Source: an optimization exercise on an open RTL-to-GDS flow (aim: small area). Production flows keep margins and buffers that such runs may drop.
In this exercise RTL edits were held to simulation tests only and were not proved equivalent to the original.
Power figures rest on the tool's default switching activity, not on a simulated workload.

## v6
==> flow/design.v <==
package pci_lite_pkg;
    localparam int n_req       = 5;     
    localparam int count_width = 3;     
    localparam int mem_words   = 10;
    localparam int idx_width   = 4;     
    localparam int target_base = 10;    
    localparam int devsel_timeout = 4;
    typedef enum logic [2:0] {
        st_idle    = 3'b000,
        st_request = 3'b001,
        st_address = 3'b011,
        st_data    = 3'b010,
        st_finish  = 3'b100
    } bus_state_t;
endpackage
`timescale 1ns/1ns
module bus_arbiter (
    input  logic                           clk,
    input  logic                           arst_n,
    input  logic [pci_lite_pkg::n_req-1:0] req,
    output logic [pci_lite_pkg::n_req-1:0] gnt,
    input  logic                           bus_idle
);
    logic [pci_lite_pkg::n_req-1:0] next_gnt;
    always_comb
    begin
        next_gnt = '0;
        for (int i = 0; i < pci_lite_pkg::n_req; i++)
        begin
            if (req[i])
            begin
                next_gnt    = '0;
                next_gnt[i] = 1'b1;
            end
        end
    end
    always_ff @(posedge clk or negedge arst_n)
    begin
        if (!arst_n)
            gnt <= '0;
        else if (bus_idle)
            gnt <= next_gnt;
    end
endmodule
`timescale 1ns/1ns
module bus_initiator (
    input  logic                                 clk,
    input  logic                                 arst_n,
    input  logic                                 start,
    input  logic                                 write,
    input  logic [31:0]                          addr,
    input  logic [pci_lite_pkg::count_width-1:0] count,
    output logic                                 busy,
    output logic                                 done,
    output logic                                 abort,
    output logic                                 local_req,
    input  logic                                 local_gnt,
    output logic                                 in_window,   
    output logic                                 data_phase,
    output logic                                 claim_q,     
    output logic                                 write_q,
    output logic                                 free,        
    output logic                                 grant_hold   
);
    logic [2:0]                           state;
    logic [pci_lite_pkg::count_width-1:0] cnt;    
    logic                                 cnt_zero;
    logic [4:0]                           lo;
    assign lo         = addr[4:0];
    assign in_window  = (addr[31:5] == '0) &&
                        (lo[4] ? (!lo[3] && !lo[2]) : (lo[3] && (lo[2] || lo[1])));
    assign free       = !state[1] && !state[0];
    assign data_phase = state[1] && !state[0];
    assign cnt_zero   = (cnt == '0);
    always_ff @(posedge clk or negedge arst_n)
    begin
        if (!arst_n)
            state <= 3'b000;
        else
        begin
            state[0] <= !state[1] && (state[0] || start);
            state[1] <= state[1] ? (state[0] || !cnt_zero) : (state[0] && local_gnt);
            state[2] <= data_phase && cnt_zero;
        end
    end
    always_ff @(posedge clk)
    begin
        if (free)
        begin
            write_q <= write;
            claim_q <= in_window;
        end
        if (!state[0])
            cnt <= state[1] ? cnt - 1'b1 :
                   in_window ? count : pci_lite_pkg::count_width'(pci_lite_pkg::devsel_timeout - 1);
    end
    assign busy      = state[1] || state[0];
    assign done      = state[2];
    assign abort     = state[2] && !claim_q;
    assign local_req = !state[1] && state[0];
    assign grant_hold = state[1];
endmodule
`timescale 1ns/1ns
module mem_bit_next (
    input  logic we,
    input  logic nwe,
    input  logic w,
    input  logic q,
    output logic d
);
    assign d = (we | q) & (nwe | w);
endmodule
module mem_aoi222 (
    input  logic a1, a2, b1, b2, c1, c2,
    output logic y
);
    assign y = !((a1 & a2) | (b1 & b2) | (c1 & c2));
endmodule
module mem_nand2 (
    input  logic a, b,
    output logic y
);
    assign y = !(a & b);
endmodule
module mem_nand4 (
    input  logic a, b, c, d,
    output logic y
);
    assign y = !(a & b & c & d);
endmodule
module mem_word_ctl (
    input  logic wt,         
    input  logic clr,        
    input  logic l1, l2, l3,
    output logic we,
    output logic nwe,
    output logic rsel
);
    assign we   = clr | (wt & l1 & l2 & l3);
    assign nwe  = !we;
    assign rsel = l1 & l2 & l3;
endmodule
module target_memory (
    input  logic                                 clk,
    input  logic                                 arst_n,
    input  logic                                 free,       
    input  logic [pci_lite_pkg::idx_width-1:0]   addr_lo,    
    input  logic                                 data_phase,
    input  logic                                 claim_q,
    input  logic                                 write_q,
    input  logic [31:0]                          wdata,
    output logic                                 word_taken,
    output logic [31:0]                          rdata,
    output logic                                 rdata_valid
);
    localparam int n_words = pci_lite_pkg::mem_words;
    logic [31:0]          mem [n_words];
    logic [31:0]          mem_d [n_words];
    logic                 nclr;       
    logic                 clr;
    logic [31:0]          w_data;     
    logic [3:0]           slot;       
    logic [n_words-1:0]   we;
    logic [n_words-1:0]   nwe;
    logic [n_words-1:0]   rsel;
    logic                 step;
    logic [3:0]           p, n;       
    assign word_taken = data_phase && claim_q && write_q;
    assign step       = data_phase && (write_q || rdata_valid);
    always_ff @(posedge clk or negedge arst_n)
    begin
        if (!arst_n)
            rdata_valid <= 1'b0;
        else
            rdata_valid <= data_phase && claim_q && !write_q;
    end
    always_ff @(posedge clk)
    begin
        if (free)
            slot <= addr_lo;
        else if (step)
            slot <= (slot == 4'd3) ? 4'd10 : slot + 1'b1;
    end
    assign p = slot;
    assign n = ~slot;
    mem_word_ctl u_ctl0 (.wt(word_taken), .clr(clr), .l1(p[3]), .l2(n[2]), .l3(n[0]), .we(we[0]), .nwe(nwe[0]), .rsel(rsel[0]));    
    mem_word_ctl u_ctl1 (.wt(word_taken), .clr(clr), .l1(p[3]), .l2(n[2]), .l3(p[0]), .we(we[1]), .nwe(nwe[1]), .rsel(rsel[1]));    
    mem_word_ctl u_ctl2 (.wt(word_taken), .clr(clr), .l1(p[2]), .l2(n[1]), .l3(n[0]), .we(we[2]), .nwe(nwe[2]), .rsel(rsel[2]));    
    mem_word_ctl u_ctl3 (.wt(word_taken), .clr(clr), .l1(p[2]), .l2(n[1]), .l3(p[0]), .we(we[3]), .nwe(nwe[3]), .rsel(rsel[3]));    
    mem_word_ctl u_ctl4 (.wt(word_taken), .clr(clr), .l1(p[2]), .l2(p[1]), .l3(n[0]), .we(we[4]), .nwe(nwe[4]), .rsel(rsel[4]));    
    mem_word_ctl u_ctl5 (.wt(word_taken), .clr(clr), .l1(p[2]), .l2(p[1]), .l3(p[0]), .we(we[5]), .nwe(nwe[5]), .rsel(rsel[5]));    
    mem_word_ctl u_ctl6 (.wt(word_taken), .clr(clr), .l1(n[3]), .l2(n[1]), .l3(n[0]), .we(we[6]), .nwe(nwe[6]), .rsel(rsel[6]));    
    mem_word_ctl u_ctl7 (.wt(word_taken), .clr(clr), .l1(n[3]), .l2(n[1]), .l3(p[0]), .we(we[7]), .nwe(nwe[7]), .rsel(rsel[7]));    
    mem_word_ctl u_ctl8 (.wt(word_taken), .clr(clr), .l1(n[3]), .l2(p[1]), .l3(n[0]), .we(we[8]), .nwe(nwe[8]), .rsel(rsel[8]));    
    mem_word_ctl u_ctl9 (.wt(word_taken), .clr(clr), .l1(n[3]), .l2(p[1]), .l3(p[0]), .we(we[9]), .nwe(nwe[9]), .rsel(rsel[9]));    
    always_ff @(posedge clk or negedge arst_n)
    begin
        if (!arst_n)
            nclr <= 1'b0;
        else
            nclr <= 1'b1;
    end
    assign clr    = !nclr;
    assign w_data = wdata & {32{nclr}};
    for (genvar i = 0; i < n_words; i++)
    begin : g_word
        for (genvar b = 0; b < 32; b++)
        begin : g_bit
            mem_bit_next u_next (
                .we  (we[i]),
                .nwe (nwe[i]),
                .w   (w_data[b]),
                .q   (mem[i][b]),
                .d   (mem_d[i][b])
            );
        end
    end
    always_ff @(posedge clk)
        for (int i = 0; i < n_words; i++)
            mem[i] <= mem_d[i];
    for (genvar b = 0; b < 32; b++)
    begin : g_rd
        logic y0, y1, y2, y3;
        mem_aoi222 u_a0 (.a1(rsel[0]), .a2(mem[0][b]), .b1(rsel[1]), .b2(mem[1][b]), .c1(rsel[2]), .c2(mem[2][b]), .y(y0));
        mem_aoi222 u_a1 (.a1(rsel[3]), .a2(mem[3][b]), .b1(rsel[4]), .b2(mem[4][b]), .c1(rsel[5]), .c2(mem[5][b]), .y(y1));
        mem_aoi222 u_a2 (.a1(rsel[6]), .a2(mem[6][b]), .b1(rsel[7]), .b2(mem[7][b]), .c1(rsel[8]), .c2(mem[8][b]), .y(y2));
        mem_nand2  u_n9 (.a(rsel[9]), .b(mem[9][b]), .y(y3));
        mem_nand4  u_or (.a(y0), .b(y1), .c(y2), .d(y3), .y(rdata[b]));
    end
endmodule
`timescale 1ns/1ns
module pci_lite_top (
    input  logic                                 clk,
    input  logic                                 arst_n,
    input  logic                                 start,
    input  logic                                 write,
    input  logic [31:0]                          addr,
    input  logic [2:0]                           count,
    input  logic [31:0]                          wdata,
    output logic                                 word_taken,
    output logic [31:0]                          rdata,
    output logic                                 rdata_valid,
    output logic                                 busy,
    output logic                                 done,
    output logic                                 abort,
    input  logic [3:0]                           ext_req,
    output logic [3:0]                           ext_gnt
);
    logic                           local_req;
    logic [pci_lite_pkg::n_req-1:0] arb_gnt;
    logic                           in_window;
    logic                           data_phase;
    logic                           claim_q;
    logic                           write_q;
    logic                           bus_idle;
    logic                           free;
    logic                           grant_hold;
    assign ext_gnt  = arb_gnt[pci_lite_pkg::n_req-1:1];
    assign bus_idle = !grant_hold;
    bus_arbiter u_arbiter (
        .clk      (clk),
        .arst_n   (arst_n),
        .req      ({ext_req, local_req}),
        .gnt      (arb_gnt),
        .bus_idle (bus_idle)
    );
    bus_initiator u_initiator (
        .clk        (clk),
        .arst_n     (arst_n),
        .start      (start),
        .write      (write),
        .addr       (addr),
        .count      (count),
        .busy       (busy),
        .done       (done),
        .abort      (abort),
        .local_req  (local_req),
        .local_gnt  (arb_gnt[0]),
        .in_window  (in_window),
        .data_phase (data_phase),
        .claim_q    (claim_q),
        .write_q    (write_q),
        .free       (free),
        .grant_hold (grant_hold)
    );
    target_memory u_target (
        .clk         (clk),
        .arst_n      (arst_n),
        .free        (free),
        .addr_lo     (addr[3:0]),
        .data_phase  (data_phase),
        .claim_q     (claim_q),
        .write_q     (write_q),
        .wdata       (wdata),
        .word_taken  (word_taken),
        .rdata       (rdata),
        .rdata_valid (rdata_valid)
    );
endmodule
==> flow/config.mk <==
export PLATFORM = sky130hd
export DESIGN_NAME = pci_lite_top
export DESIGN_NICKNAME = pci_lite_top
export VERILOG_FILES = /design/flow/design.v
export SDC_FILE = /design/flow/constraint.sdc
export NUM_CORES = 4
export LEC_CHECK = 0
export CAP_MARGIN = 20
export CORE_MARGIN = 2
export CORE_UTILIZATION = 40
export CTS_BUF_LIST = sky130_fd_sc_hd__clkbuf_16
export CTS_CLUSTER_DIAMETER = 100
export CTS_CLUSTER_SIZE = 30
export PLACE_DENSITY = 0.6
export SLEW_MARGIN = 20
export SYNTH_HIERARCHICAL = 1
==> flow/constraint.sdc <==
create_clock -name core_clock -period 5.0 [get_ports {clk}]
set_input_delay 1.0000 -clock core_clock [delete_from_list [all_inputs] [get_ports {clk}]]
set_output_delay 1.0000 -clock core_clock [all_outputs]
set_load 0.01 [all_outputs]
standard.sh (not shown) runs the stock make flow with config.mk's settings and CLKGATE_MAP_FILE= SYNTH_SCRIPT=/design/flow/synth_recipe.tcl, a recipe that flattens the netlist after the stock synthesis.
==> flow/flow/run.sh <==
#!/bin/bash
# Standard layout, with the port buffers made as the smallest buffer cell
# and a clock tree without dummy loads.
set -euo pipefail
export BUFFER_PORTS_ARGS="-buffer_cell sky130_fd_sc_hd__buf_1"
export CTS_ARGS="-sink_clustering_enable -repair_clock_nets -buf_list sky130_fd_sc_hd__buf_12 -sink_clustering_size 30 -sink_clustering_max_diameter 100 -dont_use_dummy_load -root_buf sky130_fd_sc_hd__clkbuf_4"
bash standard.sh > standard_flow.log 2>&1
What v7 does differently from v6 at the input level:
--- a/flow/design.v
+++ b/flow/design.v
@@ -130,19 +130,23 @@
 endmodule
 module mem_word_ctl (
     input  logic wt,         
     input  logic clr,        
     input  logic l1, l2, l3,
     output logic we,
-    output logic nwe,
     output logic rsel
 );
     assign we   = clr | (wt & l1 & l2 & l3);
-    assign nwe  = !we;
     assign rsel = l1 & l2 & l3;
 endmodule
+module mem_inv (
+    input  logic a,
+    output logic y
+);
+    assign y = !a;
+endmodule
 module target_memory (
     input  logic                                 clk,
     input  logic                                 arst_n,
     input  logic                                 free,       
     input  logic [pci_lite_pkg::idx_width-1:0]   addr_lo,    
     input  logic                                 data_phase,
@@ -180,22 +184,26 @@
             slot <= addr_lo;
         else if (step)
             slot <= (slot == 4'd3) ? 4'd10 : slot + 1'b1;
     end
     assign p = slot;
     assign n = ~slot;
-    mem_word_ctl u_ctl0 (.wt(word_taken), .clr(clr), .l1(p[3]), .l2(n[2]), .l3(n[0]), .we(we[0]), .nwe(nwe[0]), .rsel(rsel[0]));    
-    mem_word_ctl u_ctl1 (.wt(word_taken), .clr(clr), .l1(p[3]), .l2(n[2]), .l3(p[0]), .we(we[1]), .nwe(nwe[1]), .rsel(rsel[1]));    
-    mem_word_ctl u_ctl2 (.wt(word_taken), .clr(clr), .l1(p[2]), .l2(n[1]), .l3(n[0]), .we(we[2]), .nwe(nwe[2]), .rsel(rsel[2]));    
-    mem_word_ctl u_ctl3 (.wt(word_taken), .clr(clr), .l1(p[2]), .l2(n[1]), .l3(p[0]), .we(we[3]), .nwe(nwe[3]), .rsel(rsel[3]));    
-    mem_word_ctl u_ctl4 (.wt(word_taken), .clr(clr), .l1(p[2]), .l2(p[1]), .l3(n[0]), .we(we[4]), .nwe(nwe[4]), .rsel(rsel[4]));    
-    mem_word_ctl u_ctl5 (.wt(word_taken), .clr(clr), .l1(p[2]), .l2(p[1]), .l3(p[0]), .we(we[5]), .nwe(nwe[5]), .rsel(rsel[5]));    
-    mem_word_ctl u_ctl6 (.wt(word_taken), .clr(clr), .l1(n[3]), .l2(n[1]), .l3(n[0]), .we(we[6]), .nwe(nwe[6]), .rsel(rsel[6]));    
-    mem_word_ctl u_ctl7 (.wt(word_taken), .clr(clr), .l1(n[3]), .l2(n[1]), .l3(p[0]), .we(we[7]), .nwe(nwe[7]), .rsel(rsel[7]));    
-    mem_word_ctl u_ctl8 (.wt(word_taken), .clr(clr), .l1(n[3]), .l2(p[1]), .l3(n[0]), .we(we[8]), .nwe(nwe[8]), .rsel(rsel[8]));    
-    mem_word_ctl u_ctl9 (.wt(word_taken), .clr(clr), .l1(n[3]), .l2(p[1]), .l3(p[0]), .we(we[9]), .nwe(nwe[9]), .rsel(rsel[9]));    
+    mem_word_ctl u_ctl0 (.wt(word_taken), .clr(clr), .l1(p[3]), .l2(n[2]), .l3(n[0]), .we(we[0]), .rsel(rsel[0]));    
+    mem_word_ctl u_ctl1 (.wt(word_taken), .clr(clr), .l1(p[3]), .l2(n[2]), .l3(p[0]), .we(we[1]), .rsel(rsel[1]));    
+    mem_word_ctl u_ctl2 (.wt(word_taken), .clr(clr), .l1(p[2]), .l2(n[1]), .l3(n[0]), .we(we[2]), .rsel(rsel[2]));    
+    mem_word_ctl u_ctl3 (.wt(word_taken), .clr(clr), .l1(p[2]), .l2(n[1]), .l3(p[0]), .we(we[3]), .rsel(rsel[3]));    
+    mem_word_ctl u_ctl4 (.wt(word_taken), .clr(clr), .l1(p[2]), .l2(p[1]), .l3(n[0]), .we(we[4]), .rsel(rsel[4]));    
+    mem_word_ctl u_ctl5 (.wt(word_taken), .clr(clr), .l1(p[2]), .l2(p[1]), .l3(p[0]), .we(we[5]), .rsel(rsel[5]));    
+    mem_word_ctl u_ctl6 (.wt(word_taken), .clr(clr), .l1(n[3]), .l2(n[1]), .l3(n[0]), .we(we[6]), .rsel(rsel[6]));    
+    mem_word_ctl u_ctl7 (.wt(word_taken), .clr(clr), .l1(n[3]), .l2(n[1]), .l3(p[0]), .we(we[7]), .rsel(rsel[7]));    
+    mem_word_ctl u_ctl8 (.wt(word_taken), .clr(clr), .l1(n[3]), .l2(p[1]), .l3(n[0]), .we(we[8]), .rsel(rsel[8]));    
+    mem_word_ctl u_ctl9 (.wt(word_taken), .clr(clr), .l1(n[3]), .l2(p[1]), .l3(p[0]), .we(we[9]), .rsel(rsel[9]));    
+    for (genvar i = 0; i < n_words; i++)
+    begin : g_nwe
+        mem_inv u_inv (.a(we[i]), .y(nwe[i]));
+    end
     always_ff @(posedge clk or negedge arst_n)
     begin
         if (!arst_n)
             nclr <= 1'b0;
         else
             nclr <= 1'b1;
==> comparison <==
rdata[5] as the worst setup path endpoint was reported by v6, and rdata[29] by v7. Sort v6 and v7 by non-clock buffer total of the final layout, descending, and v6 comes first. Overall power of the completed layout ended up about 2% lower on v7 than on v6. v7 has total number of vias below what v6 had. Min actual slew at the worst max-slew pin across v6 and v7: v7. STATUS tightest hold margin: v7 wins against v6. The higher largest net degree at the start of global routing of v6 and v7 is in v7. | placeable core area | v6 vs v7 | ≈ equal |.

-- re-timing with driven ports --
Ports are ideal in the flow. The routed layouts listed here were re-timed in OpenROAD. Step 1 assumes that a clkbuf_16 drives the clock port and a buf_2 every other input. Step 2 moves the port delays by t, midway between the first and last clock arrival at a register: inputs arrive t later, outputs are due t later. That takes back most of the time a late clock gives input paths. a / b / c = ideal ports / drivers / drivers and shift; a / b = the first two.
| run | t, ns | setup slack, ns | worst hold slack (ns) | latest minus earliest clock arrival (ns) | cell pins on the clock port's net |
|---|---|---|---|---|---|
| v6 | 0.691 | 0.729 / 0.686 / 1.377 | 0.271 / 0.257 / 0.446 | 0.048 / 0.048 | 1 |
| v7 | 0.691 | 0.972 / 0.922 / 1.613 | 0.307 / 0.282 / 0.445 | 0.056 / 0.056 | 1 |
After both steps setup and hold are still met in every run listed.
